Context: an optimization exercise on an open-source flow, tuned for small area, a short achievable clock period and few clock cycles per item. The choices shown serve that exercise and are no tape-out recipe. RTL that was checked went through simulation tests only; none was proved equivalent to the original. Power is estimated from default activity; no workload was simulated.

Setup of before:
// glyph_atlas_shelf_packer_writer_unit
module glyph_atlas_shelf_packer_writer_unit (
    input  logic                 i_clk,
    input  logic                 i_rst_n,
    input  logic                 i_cfg_we,
    input  logic                 i_cfg_index,
    input  logic [12:0]          i_cfg_data,
    input  logic                 i_in_valid,
    output logic                 o_in_ready,
    input  logic [61:0]          i_in_word,
    output logic                 o_out_valid,
    input  logic                 i_out_ready,
    output logic [64:0]          o_out_word
);
clock: 12.0 ns
lec_check: 0
cap_margin: 20
core_margin: 2
core_utilization: 70
cts_buf_list: sky130_fd_sc_hd__clkbuf_8
setup_slack_margin: 5
slew_margin: 20
standard.sh (not shown) runs the stock make flow with config.mk's settings and CLKGATE_MAP_FILE= SYNTH_SCRIPT=/design/flow/synth_recipe.tcl, a recipe that flattens the netlist after the stock synthesis.
==> flow/flow/run.sh <==
#!/bin/bash
set -euo pipefail
bash standard.sh "BUFFER_PORTS_ARGS=-buffer_cell sky130_fd_sc_hd__buf_2" SETUP_SLACK_MARGIN=6.6 finish > standard_flow.log 2>&1
before finished end to end and its layout was clean on timing, DRC and antenna.
Modified inputs, after compared to before
--- a/flow/design.v
+++ b/flow/design.v
@@ -24,15 +24,17 @@
     input  logic [7:0] i_chan,
     input  logic [7:0] i_div,
     output logic       o_sat,
     output logic [7:0] o_rem,
     output logic [7:0] o_sh
 );
     logic [15:0] num;
-    assign num   = {i_chan, 8'd0} - {8'd0, i_chan};
+    logic [7:0]  dec;
+    assign dec   = i_chan - 8'd1;
+    assign num   = {(i_chan == 8'd0) ? 8'd0 : dec, ~dec};
     assign o_sat = (i_chan > i_div);
     gasp_div_steps #(.N(gasp_pkg::DIV_K0)) u_steps (
         .i_rem(num[15:8]),
         .i_sh (num[7:0]),
         .i_div(i_div),
         .o_rem(o_rem),
         .o_sh (o_sh)
@@ -164,63 +166,79 @@
             .i_chan(in_ch[k]),
             .i_div (in_div),
             .o_sat (in_chs[k*17 + 16]),
             .o_rem (in_chs[k*17 + 8 +: 8]),
             .o_sh  (in_chs[k*17 +: 8])
         );
     end
-    assign in_pay = {in_div, in_a0, in_mono, in_chs[50:28],
-                     in_cmd ? in_chs[27:0] : {in_fmt, in_w, in_h}};
+    always_comb begin
+        in_pay = '0;
+        if (in_cmd) begin
+            in_pay = {in_div, in_a0, in_mono, in_chs};
+        end else begin
+            in_pay[27:0] = {in_fmt, in_w, in_h};
+        end
+    end
     always_ff @(posedge i_clk) begin
         if (load1) begin
             r_c1 <= in_cmd;
             r_p1 <= in_pay;
         end
     end
     logic [SW-1:0] r_cx, r_cy, r_rh;
     logic [3:0]    r_page;
     logic [11:0]   r_px, r_py, r_ox, r_yend;
     logic [1:0]    r_fmt;
     logic          r_active;
     logic [50:0]   a_chs, b_chs;
+    logic [SW-1:0] a_w, a_h;
+    logic [PW-1:0] a_place;
+    assign a_w = r_p1[25:13];
+    assign a_h = r_p1[12:0];
+    always_comb begin
+        a_place        = '0;
+        a_place[55:43] = SW'(r_aw - a_w);
+        a_place[42:30] = SW'(r_ah - a_h);
+        a_place[29]    = (a_w == '0) || (a_h == '0);
+        a_place[28]    = (a_w > r_aw) || (a_h > r_ah);
+        a_place[27:0]  = r_p1[27:0];
+    end
     gasp_back #(.N(gasp_pkg::DIV_K1)) u_sec1 (
         .i_ch (r_p1[50:0]),
         .i_div(r_p1[60:53]),
         .o_ch (a_chs)
     );
     always_ff @(posedge i_clk) begin
         if (free2) begin
             r_c2 <= r_c1;
-            r_p2 <= {r_p1[60:51], a_chs[50:28], r_c1 ? a_chs[27:0] : r_p1[27:0]};
+            r_p2 <= r_c1 ? {r_p1[60:51], a_chs} : a_place;
         end
     end
     gasp_back #(.N(gasp_pkg::DIV_K2)) u_sec2 (
         .i_ch (r_p2[50:0]),
         .i_div(r_p2[60:53]),
         .o_ch (b_chs)
     );
     always_ff @(posedge i_clk) begin
         if (free3) begin
             r_c3 <= r_c2;
-            r_p3 <= {r_p2[60:51], b_chs[50:28], r_c2 ? b_chs[27:0] : r_p2[27:0]};
+            r_p3 <= r_c2 ? {r_p2[60:51], b_chs} : r_p2;
         end
     end
-    logic [SW-1:0] s_w, s_h, s_xw, s_yh, s_cyr;
+    logic [SW-1:0] s_xw, s_yh, s_cyr;
     logic          s_empty, s_outside, s_wrap, s_np, s_nopages, s_ok;
     logic [2:0]    s_status;
     logic [3:0]    s_page;
     logic [11:0]   s_ox, s_oy;
     logic [50:0]   s_chs;
     logic [PW-1:0] s_pay;
-    assign s_w       = r_p3[25:13];
-    assign s_h       = r_p3[12:0];
-    assign s_xw      = SW'(r_aw - s_w);
-    assign s_yh      = SW'(r_ah - s_h);
-    assign s_empty   = (s_w == '0) || (s_h == '0);
-    assign s_outside = (s_w > r_aw) || (s_h > r_ah);
+    assign s_xw      = r_p3[55:43];
+    assign s_yh      = r_p3[42:30];
+    assign s_empty   = r_p3[29];
+    assign s_outside = r_p3[28];
     always_comb begin
         s_cyr     = SW'(r_cy + r_rh);
         s_wrap    = (r_cx > s_xw);
         s_np      = s_wrap ? (s_cyr > s_yh) : (r_cy > s_yh);
         s_nopages = s_np && (r_page == 4'd15);
         s_ok      = !s_empty && !s_outside && !s_nopages;
         if (s_empty)        s_status = gasp_pkg::ST_EMPTY;
==> comparison <==
- Between after and before, the post-synthesis mux area share does not differ in any meaningful way.
- after synthesis and placement, the instance count of after is above that of before.
- Compared with before, in after core utilization moved down; maximum number of pins on one net before global-route repair moved up; number of fill cells in the layout moved up; die outline width moved up.
- Diff before -> after | overall power | up by a few percent
- Between before and after, the area share of fa/ha/maj cells after synthesis figures differ only marginally.
- Compared after against before; fraction of the cycle the final worst path needs within noise.
- after reached the end of the flow, and the finished layout is clean on the timing, DRC and antenna checks.
- before reached the final stage; the timing, DRC and antenna checks on its layout passed.
No run of this note included a check of the RTL's function; only the layout flow was run.

========
== yarrow ==
glyph_atlas_shelf_packer_writer_unit, a different RTL version from the one above (not shown whole).
Size: ~3300 cells after synthesis, roughly 150 I/O pins, about 30000 sq um of cells after synthesis.
Settings: LEC_CHECK=0, CAP_MARGIN=20, CORE_MARGIN=2, CORE_UTILIZATION=40, SETUP_SLACK_MARGIN=5, SLEW_MARGIN=20; clock period 12.0 ns.
run.sh (not shown) runs the stock make flow with config.mk's settings and CLKGATE_MAP_FILE= SYNTH_SCRIPT=/design/flow/synth_recipe.tcl, a recipe that flattens the netlist after the stock synthesis.
Stock flow here: none of the scripts above is used.
For pepper, these inputs were changed with respect to yarrow:
diff --git a/flow/design.v b/flow/design.v
--- a/flow/design.v
+++ b/flow/design.v
@@ -107,31 +107,32 @@
     always_ff @(posedge i_clk) begin
         if (!i_rst_n) begin
             r_aw <= gasp_pkg::RESET_SIDE;
             r_ah <= gasp_pkg::RESET_SIDE;
         end else if (i_cfg_we) begin
             if (i_cfg_index) r_ah <= cfg_side;
             else             r_aw <= cfg_side;
         end
     end
     logic          r_v1, r_v2, r_v3, r_v4;
     logic          r_c1, r_c2, r_c3, r_c4;     
     logic [PW-1:0] r_p1, r_p2, r_p3, r_p4;
-    logic          free1, free2, free3, free4, blk, adv3, xfer;
+    logic          free1, free2, free3, free4, blk, adv3, load1, xfer;
     assign free4 = !r_v4 || i_out_ready;
     assign blk   = !r_c3 && r_v4 && !r_c4;
     assign adv3  = r_v3 && free4 && !blk;
     assign free3 = !r_v3 || adv3;
     assign free2 = !r_v2 || free3;
     assign free1 = !r_v1 || free2;
+    assign load1 = i_in_valid && free1;
     assign xfer  = r_v4 && i_out_ready;
     assign o_in_ready  = free1;
     assign o_out_valid = r_v4;
     always_ff @(posedge i_clk) begin
         if (!i_rst_n) begin
             r_v1 <= 1'b0;
             r_v2 <= 1'b0;
             r_v3 <= 1'b0;
             r_v4 <= 1'b0;
         end else begin
             if (free1) r_v1 <= i_in_valid;
             if (free2) r_v2 <= r_v1;
@@ -163,52 +164,60 @@
             .i_chan(in_ch[k]),
             .i_div (in_div),
             .o_sat (in_chs[k*17 + 16]),
             .o_rem (in_chs[k*17 + 8 +: 8]),
             .o_sh  (in_chs[k*17 +: 8])
         );
     end
     always_comb begin
         in_pay = '0;
         if (in_cmd) begin
             in_pay = {in_div, in_a0, in_mono, in_chs};
         end else begin
-            in_pay[55:43] = SW'(r_aw - in_w);
-            in_pay[42:30] = SW'(r_ah - in_h);
-            in_pay[29]    = (in_w == '0) || (in_h == '0);
-            in_pay[28]    = (in_w > r_aw) || (in_h > r_ah);
-            in_pay[27:0]  = {in_fmt, in_w, in_h};
+            in_pay[27:0] = {in_fmt, in_w, in_h};
         end
     end
     always_ff @(posedge i_clk) begin
-        if (free1) begin
+        if (load1) begin
             r_c1 <= in_cmd;
             r_p1 <= in_pay;
         end
     end
     logic [SW-1:0] r_cx, r_cy, r_rh;
     logic [3:0]    r_page;
     logic [11:0]   r_px, r_py, r_ox, r_yend;
     logic [1:0]    r_fmt;
     logic          r_active;
-    logic [50:0] a_chs, b_chs;
+    logic [50:0]   a_chs, b_chs;
+    logic [SW-1:0] a_w, a_h;
+    logic [PW-1:0] a_place;
+    assign a_w = r_p1[25:13];
+    assign a_h = r_p1[12:0];
+    always_comb begin
+        a_place        = '0;
+        a_place[55:43] = SW'(r_aw - a_w);
+        a_place[42:30] = SW'(r_ah - a_h);
+        a_place[29]    = (a_w == '0) || (a_h == '0);
+        a_place[28]    = (a_w > r_aw) || (a_h > r_ah);
+        a_place[27:0]  = r_p1[27:0];
+    end
     gasp_back #(.N(gasp_pkg::DIV_K1)) u_sec1 (
         .i_ch (r_p1[50:0]),
         .i_div(r_p1[60:53]),
         .o_ch (a_chs)
     );
     always_ff @(posedge i_clk) begin
         if (free2) begin
             r_c2 <= r_c1;
-            r_p2 <= r_c1 ? {r_p1[60:51], a_chs} : r_p1;
+            r_p2 <= r_c1 ? {r_p1[60:51], a_chs} : a_place;
         end
     end
     gasp_back #(.N(gasp_pkg::DIV_K2)) u_sec2 (
         .i_ch (r_p2[50:0]),
         .i_div(r_p2[60:53]),
         .o_ch (b_chs)
     );
     always_ff @(posedge i_clk) begin
         if (free3) begin
             r_c3 <= r_c2;
             r_p3 <= r_c2 ? {r_p2[60:51], b_chs} : r_p2;
         end
Findings:
- On pepper: global-route usage is 1.5 points lower than what yarrow gave.
- Going from yarrow to pepper, arithmetic-cell share of the synthesized area counting full adders, half adders and majority gates now sits higher; global-route wire length before repair now sits lower; average wire length per cell after detail routing now sits lower.
- Compared with yarrow, net count reported at finish in pepper decreased by a few percent.
- Final critical-path share of the clock period ends up lower on pepper.
- pepper consumes less power than yarrow does.
- In pepper the power share of the clock group turned out 0.2 points lower than in yarrow.
- Summary of pepper over yarrow: final period demand of the worst path shows a reduction of 0.15 ns, die outline width shows a reduction of 1.4 um, final wirelength shows a reduction of about 8%.
- Compared with yarrow, in pepper number of gates on the worst path with buffers counted lower, post-layout instance area lower, number of non-clock buffers in the layout lower.
Testbench counts of pepper, summed over its fixed seeds: cycles 10,363, items 10,331.
The RTL of yarrow was laid out without a check of its function.

========
The RTL this note starts from:
==> flow/design.v <==
`timescale 1ns / 1ps
package gasp_pkg;
    localparam int SIDE_W = 13;
    localparam int POS_W  = 12;
    localparam int PAGE_W = 4;
    localparam logic [SIDE_W-1:0] RESET_SIDE = SIDE_W'(1024);
    localparam logic [SIDE_W-1:0] MAX_SIDE   = SIDE_W'(4096);
    localparam logic [1:0] FMT_BGRA = 2'd0;
    localparam logic [1:0] FMT_GRAY = 2'd1;
    localparam logic [1:0] FMT_MONO = 2'd2;
    localparam logic [2:0] ST_OK       = 3'd0;
    localparam logic [2:0] ST_EMPTY    = 3'd1;
    localparam logic [2:0] ST_NO_PAGES = 3'd2;
    localparam logic [2:0] ST_OUTSIDE  = 3'd3;
    localparam logic [2:0] ST_NO_GLYPH = 3'd4;
    localparam int DIV_K0 = 1;
    localparam int DIV_K1 = 3;
    localparam int DIV_K2 = 3;
    localparam int DIV_K3 = 1;
endpackage
`timescale 1ns / 1ps
module gasp_front (
    input  logic [7:0] i_chan,
    input  logic [7:0] i_div,
    output logic       o_sat,
    output logic [7:0] o_rem,
    output logic [7:0] o_sh
);
    logic [15:0] num;
    assign num   = {i_chan, 8'd0} - {8'd0, i_chan};
    assign o_sat = (i_chan > i_div);
    gasp_div_steps #(.N(gasp_pkg::DIV_K0)) u_steps (
        .i_rem(num[15:8]),
        .i_sh (num[7:0]),
        .i_div(i_div),
        .o_rem(o_rem),
        .o_sh (o_sh)
    );
endmodule
`timescale 1ns / 1ps
module gasp_div_steps #(
    parameter int N = 1
) (
    input  logic [7:0] i_rem,
    input  logic [7:0] i_sh,
    input  logic [7:0] i_div,
    output logic [7:0] o_rem,
    output logic [7:0] o_sh
);
    logic [7:0] rem [N+1];
    logic [7:0] sh  [N+1];
    assign rem[0] = i_rem;
    assign sh[0]  = i_sh;
    for (genvar j = 0; j < N; j++) begin : g_step
        logic [8:0] trial;
        logic [9:0] diff;
        assign trial     = {rem[j], sh[j][7]};
        assign diff      = {1'b0, trial} - {2'b0, i_div};
        assign rem[j+1]  = diff[9] ? trial[7:0] : diff[7:0];
        assign sh[j+1]   = {sh[j][6:0], !diff[9]};
    end
    assign o_rem = rem[N];
    assign o_sh  = sh[N];
endmodule
`timescale 1ns / 1ps
module gasp_back #(
    parameter int N = 1
) (
    input  logic [50:0] i_ch,
    input  logic [7:0]  i_div,
    output logic [50:0] o_ch
);
    for (genvar k = 0; k < 3; k++) begin : g_ch
        gasp_div_steps #(.N(N)) u_steps (
            .i_rem(i_ch[k*17 + 8 +: 8]),
            .i_sh (i_ch[k*17 +: 8]),
            .i_div(i_div),
            .o_rem(o_ch[k*17 + 8 +: 8]),
            .o_sh (o_ch[k*17 +: 8])
        );
        assign o_ch[k*17 + 16] = i_ch[k*17 + 16];
    end
endmodule
`timescale 1ns / 1ps
module glyph_atlas_shelf_packer_writer_unit (
    input  logic                 i_clk,
    input  logic                 i_rst_n,
    input  logic                 i_cfg_we,
    input  logic                 i_cfg_index,
    input  logic [12:0]          i_cfg_data,
    input  logic                 i_in_valid,
    output logic                 o_in_ready,
    input  logic [61:0]          i_in_word,
    output logic                 o_out_valid,
    input  logic                 i_out_ready,
    output logic [64:0]          o_out_word
);
    localparam int SW = gasp_pkg::SIDE_W;
    localparam int PW = 61;
    logic [SW-1:0] r_aw, r_ah, cfg_side;
    always_comb begin
        cfg_side = i_cfg_data;
        if (cfg_side == '0) cfg_side = SW'(1);
        else if (cfg_side > gasp_pkg::MAX_SIDE) cfg_side = gasp_pkg::MAX_SIDE;
    end
    always_ff @(posedge i_clk) begin
        if (!i_rst_n) begin
            r_aw <= gasp_pkg::RESET_SIDE;
            r_ah <= gasp_pkg::RESET_SIDE;
        end else if (i_cfg_we) begin
            if (i_cfg_index) r_ah <= cfg_side;
            else             r_aw <= cfg_side;
        end
    end
    logic          r_v1, r_v2, r_v3;
    logic          r_c1, r_c2, r_c3;       
    logic [PW-1:0] r_p1, r_p2, r_p3;
    logic          free1, free2, free3, blk, adv1, load1, xfer;
    assign free3 = !r_v3 || i_out_ready;
    assign free2 = !r_v2 || free3;
    assign blk   = !r_c1 && ((r_v2 && !r_c2) || (r_v3 && !r_c3));
    assign adv1  = r_v1 && free2 && !blk;
    assign free1 = !r_v1 || adv1;
    assign load1 = i_in_valid && free1;
    assign xfer  = r_v3 && i_out_ready;
    assign o_in_ready  = free1;
    assign o_out_valid = r_v3;
    always_ff @(posedge i_clk) begin
        if (!i_rst_n) begin
            r_v1 <= 1'b0;
            r_v2 <= 1'b0;
            r_v3 <= 1'b0;
        end else begin
            if (free1) r_v1 <= i_in_valid;
            if (free2) r_v2 <= adv1;
            if (free3) r_v3 <= r_v2;
        end
    end
    logic          in_cmd;
    logic [SW-1:0] in_w, in_h;
    logic [1:0]    in_fmt;
    logic [7:0]    in_ch [3];      
    logic [7:0]    in_a, in_div;
    logic          in_mono, in_a0;
    logic [PW-1:0] in_pay;
    assign in_cmd   = i_in_word[61];
    assign in_w     = i_in_word[60:48];
    assign in_h     = i_in_word[47:35];
    assign in_fmt   = i_in_word[34:33];
    assign in_ch[2] = i_in_word[32:25];
    assign in_ch[1] = i_in_word[24:17];
    assign in_ch[0] = i_in_word[16:9];
    assign in_a     = i_in_word[8:1];
    assign in_mono  = i_in_word[0];
    assign in_a0    = (in_a == 8'd0);
    assign in_div   = in_a0 ? 8'd255 : in_a;
    logic [50:0] in_chs;
    for (genvar k = 0; k < 3; k++) begin : g_in
        gasp_front u_front (
            .i_chan(in_ch[k]),
            .i_div (in_div),
            .o_sat (in_chs[k*17 + 16]),
            .o_rem (in_chs[k*17 + 8 +: 8]),
            .o_sh  (in_chs[k*17 +: 8])
        );
    end
    always_comb begin
        in_pay = '0;
        if (in_cmd) begin
            in_pay = {in_div, in_a0, in_mono, in_chs};
        end else begin
            in_pay[27:0] = {in_fmt, in_w, in_h};
        end
    end
    always_ff @(posedge i_clk) begin
        if (load1) begin
            r_c1 <= in_cmd;
            r_p1 <= in_pay;
        end
    end
    logic [SW-1:0] r_cx, r_cy, r_rh;
    logic [3:0]    r_page;
    logic [11:0]   r_px, r_py, r_ox, r_yend;
    logic [1:0]    r_fmt;
    logic          r_active;
    logic [SW-1:0] a_xw, a_yh, a_cyr, a_w, a_h;
    logic          a_empty, a_outside, a_wrap, a_np, a_nopages, a_ok;
    logic [2:0]    a_status;
    logic [3:0]    a_page;
    logic [11:0]   a_ox, a_oy;
    logic [50:0]   a_chs;
    logic [PW-1:0] a_pay;
    assign a_w       = r_p1[25:13];
    assign a_h       = r_p1[12:0];
    assign a_xw      = SW'(r_aw - a_w);
    assign a_yh      = SW'(r_ah - a_h);
    assign a_empty   = (a_w == '0) || (a_h == '0);
    assign a_outside = (a_w > r_aw) || (a_h > r_ah);
    always_comb begin
        a_cyr     = SW'(r_cy + r_rh);
        a_wrap    = (r_cx > a_xw);
        a_np      = a_wrap ? (a_cyr > a_yh) : (r_cy > a_yh);
        a_nopages = a_np && (r_page == 4'd15);
        a_ok      = !a_empty && !a_outside && !a_nopages;
        if (a_empty)        a_status = gasp_pkg::ST_EMPTY;
        else if (a_outside) a_status = gasp_pkg::ST_OUTSIDE;
        else if (a_nopages) a_status = gasp_pkg::ST_NO_PAGES;
        else                a_status = gasp_pkg::ST_OK;
        a_page = a_ok ? 4'(r_page + {3'd0, a_np}) : r_page;
        a_ox   = (a_ok && !a_np && !a_wrap) ? r_cx[11:0] : '0;
        a_oy   = (a_ok && !a_np) ? (a_wrap ? a_cyr[11:0] : r_cy[11:0]) : '0;
    end
    gasp_back #(.N(gasp_pkg::DIV_K1)) u_sec1 (
        .i_ch (r_p1[50:0]),
        .i_div(r_p1[60:53]),
        .o_ch (a_chs)
    );
    assign a_pay = r_c1 ? {r_p1[60:51], a_chs}
                        : {a_status, a_page, a_ox, a_oy, a_wrap, a_np, r_p1[27:0]};
    always_ff @(posedge i_clk) begin
        if (free2) begin
            r_c2 <= r_c1;
            r_p2 <= a_pay;
        end
    end
    logic [50:0] b_chs;
    gasp_back #(.N(gasp_pkg::DIV_K2)) u_sec2 (
        .i_ch (r_p2[50:0]),
        .i_div(r_p2[60:53]),
        .o_ch (b_chs)
    );
    always_ff @(posedge i_clk) begin
        if (free3) begin
            r_c3 <= r_c2;
            r_p3 <= r_c2 ? {r_p2[60:51], b_chs} : r_p2;
        end
    end
    logic [2:0]    x_status;
    logic [3:0]    x_page;
    logic [11:0]   x_ox, x_oy;
    logic          x_wrap, x_np;
    logic [1:0]    x_fmt;
    logic [SW-1:0] x_w, x_h;
    logic          row_end, glyph_end;
    assign x_status = r_p3[60:58];
    assign x_page   = r_p3[57:54];
    assign x_ox     = r_p3[53:42];
    assign x_oy     = r_p3[41:30];
    assign x_wrap   = r_p3[29];
    assign x_np     = r_p3[28];
    assign x_fmt    = r_p3[27:26];
    assign x_w      = r_p3[25:13];
    assign x_h      = r_p3[12:0];
    assign row_end   = (12'(r_px + 12'd1) == r_cx[11:0]);
    assign glyph_end = (12'(r_py + 12'd1) == r_yend);
    always_ff @(posedge i_clk) begin
        if (!i_rst_n) begin
            r_cx     <= '0;
            r_cy     <= '0;
            r_rh     <= '0;
            r_page   <= '0;
            r_active <= 1'b0;
        end else if (xfer) begin
            if (!r_c3) begin
                r_active <= (x_status == gasp_pkg::ST_OK);
                if (x_status == gasp_pkg::ST_OK) begin
                    r_cx   <= SW'({1'b0, x_ox} + x_w);
                    r_cy   <= {1'b0, x_oy};
                    r_rh   <= (x_np || x_wrap || x_h > r_rh) ? x_h : r_rh;
                    r_page <= x_page;
                end else if (x_status == gasp_pkg::ST_NO_PAGES && x_wrap) begin
                    r_cx <= '0;
                    r_cy <= SW'(r_cy + r_rh);
                    r_rh <= '0;
                end
            end else if (r_active && row_end && glyph_end) begin
                r_active <= 1'b0;
            end
        end
    end
    always_ff @(posedge i_clk) begin
        if (xfer) begin
            if (!r_c3) begin
                r_px   <= x_ox;
                r_ox   <= x_ox;
                r_py   <= x_oy;
                r_yend <= 12'(x_oy + x_h);
                r_fmt  <= x_fmt;
            end else if (row_end) begin
                r_px <= r_ox;
                r_py <= 12'(r_py + 12'd1);
            end else begin
                r_px <= 12'(r_px + 12'd1);
            end
        end
    end
    logic [50:0] c_chs;
    logic [7:0]  c_div, c_a;
    logic        c_a0, c_mono;
    logic [7:0]  c_quo [3];
    assign c_div  = r_p3[60:53];
    assign c_a0   = r_p3[52];
    assign c_mono = r_p3[51];
    assign c_a    = c_a0 ? 8'd0 : c_div;
    gasp_back #(.N(gasp_pkg::DIV_K3)) u_sec3 (
        .i_ch (r_p3[50:0]),
        .i_div(c_div),
        .o_ch (c_chs)
    );
    for (genvar k = 0; k < 3; k++) begin : g_quo
        assign c_quo[k] = c_chs[k*17 + 16] ? 8'd255 : c_chs[k*17 +: 8];
    end
    logic [2:0]  o_status;
    logic [3:0]  o_page;
    logic [11:0] o_px, o_py;
    logic        o_csrc;
    logic [7:0]  o_r, o_g, o_b, o_a;
    always_comb begin
        o_status = gasp_pkg::ST_OK;
        o_page   = '0;
        o_px     = '0;
        o_py     = '0;
        o_csrc   = 1'b0;
        o_r      = '0;
        o_g      = '0;
        o_b      = '0;
        o_a      = '0;
        if (!r_c3) begin
            o_status = x_status;
            o_page   = x_page;
            o_px     = x_ox;
            o_py     = x_oy;
            o_csrc   = (x_fmt == gasp_pkg::FMT_BGRA);
        end else if (!r_active) begin
            o_status = gasp_pkg::ST_NO_GLYPH;
        end else begin
            o_page = r_page;
            o_px   = r_px;
            o_py   = r_py;
            o_csrc = (r_fmt == gasp_pkg::FMT_BGRA);
            case (r_fmt)
                gasp_pkg::FMT_BGRA: begin
                    o_r = c_quo[0];
                    o_g = c_quo[1];
                    o_b = c_quo[2];
                    o_a = c_a;
                end
                gasp_pkg::FMT_GRAY: begin
                    o_r = 8'd255;
                    o_g = 8'd255;
                    o_b = 8'd255;
                    o_a = c_a;
                end
                gasp_pkg::FMT_MONO: begin
                    o_r = 8'd255;
                    o_g = 8'd255;
                    o_b = 8'd255;
                    o_a = c_mono ? 8'd255 : 8'd0;
                end
                default: ;
            endcase
        end
    end
    assign o_out_word = {r_c3, o_status, o_page, o_px, o_py, o_csrc, o_r, o_g, o_b, o_a};
endmodule
Settings: LEC_CHECK=0, CAP_MARGIN=20, CORE_MARGIN=2, CORE_UTILIZATION=40, SLEW_MARGIN=20; clock period 12.0 ns.
Next try:
--- a/flow/design.v
+++ b/flow/design.v
@@ -116,5 +116,5 @@
     logic          r_c1, r_c2, r_c3;       
     logic [PW-1:0] r_p1, r_p2, r_p3;
-    logic          free1, free2, free3, blk, adv1, load1, xfer;
+    logic          free1, free2, free3, blk, adv1, xfer;
     assign free3 = !r_v3 || i_out_ready;
     assign free2 = !r_v2 || free3;
@@ -122,5 +122,4 @@
     assign adv1  = r_v1 && free2 && !blk;
     assign free1 = !r_v1 || adv1;
-    assign load1 = i_in_valid && free1;
     assign xfer  = r_v3 && i_out_ready;
     assign o_in_ready  = free1;
@@ -170,9 +169,13 @@
             in_pay = {in_div, in_a0, in_mono, in_chs};
         end else begin
-            in_pay[27:0] = {in_fmt, in_w, in_h};
+            in_pay[55:43] = SW'(r_aw - in_w);
+            in_pay[42:30] = SW'(r_ah - in_h);
+            in_pay[29]    = (in_w == '0) || (in_h == '0);
+            in_pay[28]    = (in_w > r_aw) || (in_h > r_ah);
+            in_pay[27:0]  = {in_fmt, in_w, in_h};
         end
     end
     always_ff @(posedge i_clk) begin
-        if (load1) begin
+        if (free1) begin
             r_c1 <= in_cmd;
             r_p1 <= in_pay;
@@ -191,10 +194,10 @@
     logic [50:0]   a_chs;
     logic [PW-1:0] a_pay;
+    assign a_xw      = r_p1[55:43];
+    assign a_yh      = r_p1[42:30];
+    assign a_empty   = r_p1[29];
+    assign a_outside = r_p1[28];
     assign a_w       = r_p1[25:13];
     assign a_h       = r_p1[12:0];
-    assign a_xw      = SW'(r_aw - a_w);
-    assign a_yh      = SW'(r_ah - a_h);
-    assign a_empty   = (a_w == '0) || (a_h == '0);
-    assign a_outside = (a_w > r_aw) || (a_h > r_ah);
     always_comb begin
         a_cyr     = SW'(r_cy + r_rh);
After rerunning: Hold slack hardly moves. Global-route usage came out higher by 2.1 points. Wire length came out higher by a little under a tenth. Area after synthesis came out lower slightly. Cell count came out lower slightly.
Testbench counts after the change, summed over its fixed seeds: cycles 10,363, items 10,331.
The RTL of the first run of this note was laid out without a check of its function.

[static timing again, ports no longer ideal]
The flow's constraints put no driver on any port. The routed layouts listed below were extracted and timed again, unchanged, in two steps.
Step 1: set_driving_cell puts a clkbuf_16 on i_clk and a buf_2 on each other input, an assumption about the parent block.
Step 2 times the ports against the registers' clock, not the clock port: input delays grow and output delays shrink by t, the midpoint of the rising clock arrivals with the driver on.
Three values: ideal, step 1, step 2; two values: the first two.
run	t, ns	setup WS [ns]	worst hold slack (ns)	worst setup path at the end	cell pins on the clock port's net
before	0.672	6.555 / 6.508 / 6.009	0.417 / 0.417 / 0.417	input to register	1
after	0.679	6.545 / 6.503 / 6.120	0.418 / 0.418 / 0.418	input to register	1
yarrow	0.656	5.201 / 5.160 / 5.066	0.418 / 0.418 / 0.418	input to register	1
pepper	0.643	5.347 / 5.316 / 5.135	0.418 / 0.418 / 0.418	input to register	1
the first run of note 3	0.619	4.266 / 4.266 / 4.266	0.422 / 0.422 / 0.422	register to register	1
the second run of note 3	0.619	4.365 / 4.365 / 4.365	0.421 / 0.421 / 0.421	register to register	1
After both steps every run listed still meets setup and hold. For before, which loses most, drivers alone change the setup slack by -0.047 ns; drivers and shift together by -0.546 ns.
